Context: an optimization exercise on an open-source flow, tuned for small area, a short achievable clock period and few clock cycles per item. The choices shown serve that exercise and are no tape-out recipe.
Where RTL was checked, it was by simulation tests only, not by an equivalence proof against the original.
Power and IR drop assume default switching activity.

== main ==
// keyed_array_list
module keyed_array_list #(
	parameter int MAX_ENTRIES = 16
) (
	input  logic                  clk,
	input  logic                  arst_n,
	input  logic                  cfg_we,
	input  logic [kal_pkg::CAP_W-1:0]      cfg_data,
	input  logic                  in_valid,
	output logic                  in_stall,
	input  logic [1:0]            kind,
	input  logic [kal_pkg::KEY_W-1:0]      key,
	input  logic [kal_pkg::PAYLOAD_W-1:0]  payload,
	input  logic [kal_pkg::POS_W-1:0]      position,
	output logic                  out_valid,
	input  logic                  out_stall,
	output logic [2:0]            status,
	output logic [kal_pkg::FOUND_W-1:0]    found_position,
	output logic [kal_pkg::COUNT_W-1:0]    entry_count_out,
	output logic                  is_empty,
	output logic                  is_full,
	output logic [kal_pkg::PAYLOAD_W-1:0] found_payload
);
==> flow/config.mk <==
export PLATFORM = sky130hd
export DESIGN_NAME = keyed_array_list
export DESIGN_NICKNAME = keyed_array_list
export VERILOG_FILES = /design/flow/design.v
export SDC_FILE = /design/flow/constraint.sdc
export NUM_CORES = 4
export LEC_CHECK = 0
export ABC_CLOCK_PERIOD_IN_PS = 2800
export CAP_MARGIN = 20
export CORE_MARGIN = 6
export CORE_UTILIZATION = 50
export CTS_CLUSTER_SIZE = 20
export PLACE_DENSITY = 0.65
export SETUP_SLACK_MARGIN = 3.0
export SLEW_MARGIN = 20
export TNS_END_PERCENT = 20
==> flow/constraint.sdc <==
create_clock -name core_clock -period 6.0 [get_ports {clk}]
set_input_delay 1.2000 -clock core_clock [delete_from_list [all_inputs] [get_ports {clk}]]
set_output_delay 1.2000 -clock core_clock [all_outputs]
set_load 0.01 [all_outputs]
standard.sh (not shown) runs the stock make flow with config.mk's settings and CLKGATE_MAP_FILE= SYNTH_SCRIPT=/design/flow/synth_recipe.tcl, a recipe that flattens the netlist after the stock synthesis.
==> flow/flow/run.sh <==
#!/bin/bash
# Own layout flow: the standard flow (standard.sh, unchanged synthesis and
# steps) with two placement/CTS choices the flow settings cannot make:
#  - port buffers are plain buf_2 cells (resizable later) instead of the
#    delay cells buffer_ports picks by default;
#  - clock tree sinks are clustered without dummy loads.
# Each tool's output is in the ORFS logs under orfs/logs; the make run's own
# output goes to flow_make.log here.
set -uo pipefail
export BUFFER_PORTS_ARGS="-buffer_cell sky130_fd_sc_hd__buf_2"
export CTS_ARGS="-sink_clustering_enable -repair_clock_nets -sink_clustering_size 24 -sink_clustering_max_diameter 80 -dont_use_dummy_load"
bash standard.sh > flow_make.log 2>&1
rc=$?
# keep a copy of every ORFS step log beside the make log
mkdir -p logs_orfs
cp -r orfs/logs/*/keyed_array_list/base/. logs_orfs/ 2>/dev/null || true
exit $rc
The following lists how the feature branch was set up differently from main:
-- flow/design.v --
<<< main, line 96
	logic        b_eq;
	logic        b_bp_m1, b_bp_0, b_bp_p1;
	logic [2:0]  c_st;
	logic [3:0]  c_fpos, c_fslot;
>>> the feature branch, line 96
	logic        b_eq;
	logic        b_bp_m1, b_bp_0, b_bp_p1;
	logic        b_is_sr, b_is_rem;
	logic        b_ok_m1, b_ok_0, b_ok_p1;  
	logic [2:0]  c_st;
	logic [3:0]  c_fpos, c_fslot;
<<< main, line 140
			b_pmo   <= pmo;
			b_eq    <= (key == b_key);
			b_bp_m1 <= ({1'b0, position} > {1'b0, n_q} - 6'd1);
			b_bp_0  <= (position > n_q);
			b_bp_p1 <= ({1'b0, position} > {1'b0, n_q} + 6'd1);
		end
	end
>>> the feature branch, line 142
			b_pmo   <= pmo;
			b_eq    <= (key == b_key);
			b_bp_m1 <= kind[0] && ({1'b0, position} > {1'b0, n_q} - 6'd1);
			b_bp_0  <= kind[0] && (position > n_q);
			b_bp_p1 <= kind[0] && ({1'b0, position} > {1'b0, n_q} + 6'd1);
			b_is_sr  <= kind[0] ^ kind[1];
			b_is_rem <= (kind == 2'd2);
			b_ok_m1 <= !(kind[0] ^ kind[1]) &&
				!(kind[0] && ({1'b0, position} > {1'b0, n_q} - 6'd1));
			b_ok_0  <= !(kind[0] ^ kind[1]) && !(kind[0] && (position > n_q));
			b_ok_p1 <= !(kind[0] ^ kind[1]) &&
				!(kind[0] && ({1'b0, position} > {1'b0, n_q} + 6'd1));
		end
	end
<<< main, line 183
		end
		exec   = run_q & b_v;
		is_sr  = b_kind[0] ^ b_kind[1];
		is_ins = !is_sr;
		is_rem = (b_kind == 2'd2);
		q      = b_kind[0] ? b_pos : n_q;
		badpos = b_kind[0] & (l_ins ? b_bp_p1 : l_rem ? b_bp_m1 : b_bp_0);
		ins_ok = exec & is_ins & !full_q & !badpos;
		rem_ok = exec & is_rem & found;
		if (is_ins) begin
>>> the feature branch, line 192
		end
		exec   = run_q & b_v;
		is_sr  = b_is_sr;
		is_ins = !b_is_sr;
		is_rem = b_is_rem;
		q      = b_kind[0] ? b_pos : n_q;
		badpos = l_ins ? b_bp_p1 : l_rem ? b_bp_m1 : b_bp_0;
		ins_ok = exec & !full_q &
			((l_ins & b_ok_p1) | (l_rem & b_ok_m1) | (!l_ins & !l_rem & b_ok_0));
		rem_ok = exec & is_rem & found;
		if (is_ins) begin
--- outcome ---
First-iteration DRC count (the feature branch vs. main) decreases by a few percent
Looking at main and the feature branch, the share of total power in combinational logic is a wash.
The feature branch against main: internal power moved up; via count picked up an extra 926; cell count shows an increase of 2.4%.
Testbench counts of the feature branch, summed over its fixed seeds: cycles 2,584, items 2,560.
Only the layout flow was run in main; the RTL was not checked for function there.

re-timing with driven ports:
No port has a modelled driver above. Below, the same layouts with a new extraction and two added sets of constraints.
Step 1 assumes that a clkbuf_16 drives the clock port and a buf_2 every other input.
Step 2 moves the port delays by t, midway between the first and last clock arrival at a register: inputs arrive t later, outputs are due t later. That takes back most of the time a late clock gives input paths.
Slacks: ideal ports / drivers / drivers and shift; pairs: ideal ports / drivers.
| run | t, ns | slack for setup (ns) | hold WS [ns] | pins driven straight from the clock port |
|---|---|---|---|---|
| main | 0.719 | 2.809 / 2.801 / 2.082 | 0.423 / 0.423 / 0.423 | 1 |
| the feature branch | 0.714 | 2.863 / 2.843 / 2.205 | 0.388 / 0.388 / 0.388 | 1 |
After both steps every run listed still meets setup and hold. For main, which loses most, drivers alone change the setup slack by -0.008 ns; drivers and shift together by -0.727 ns.
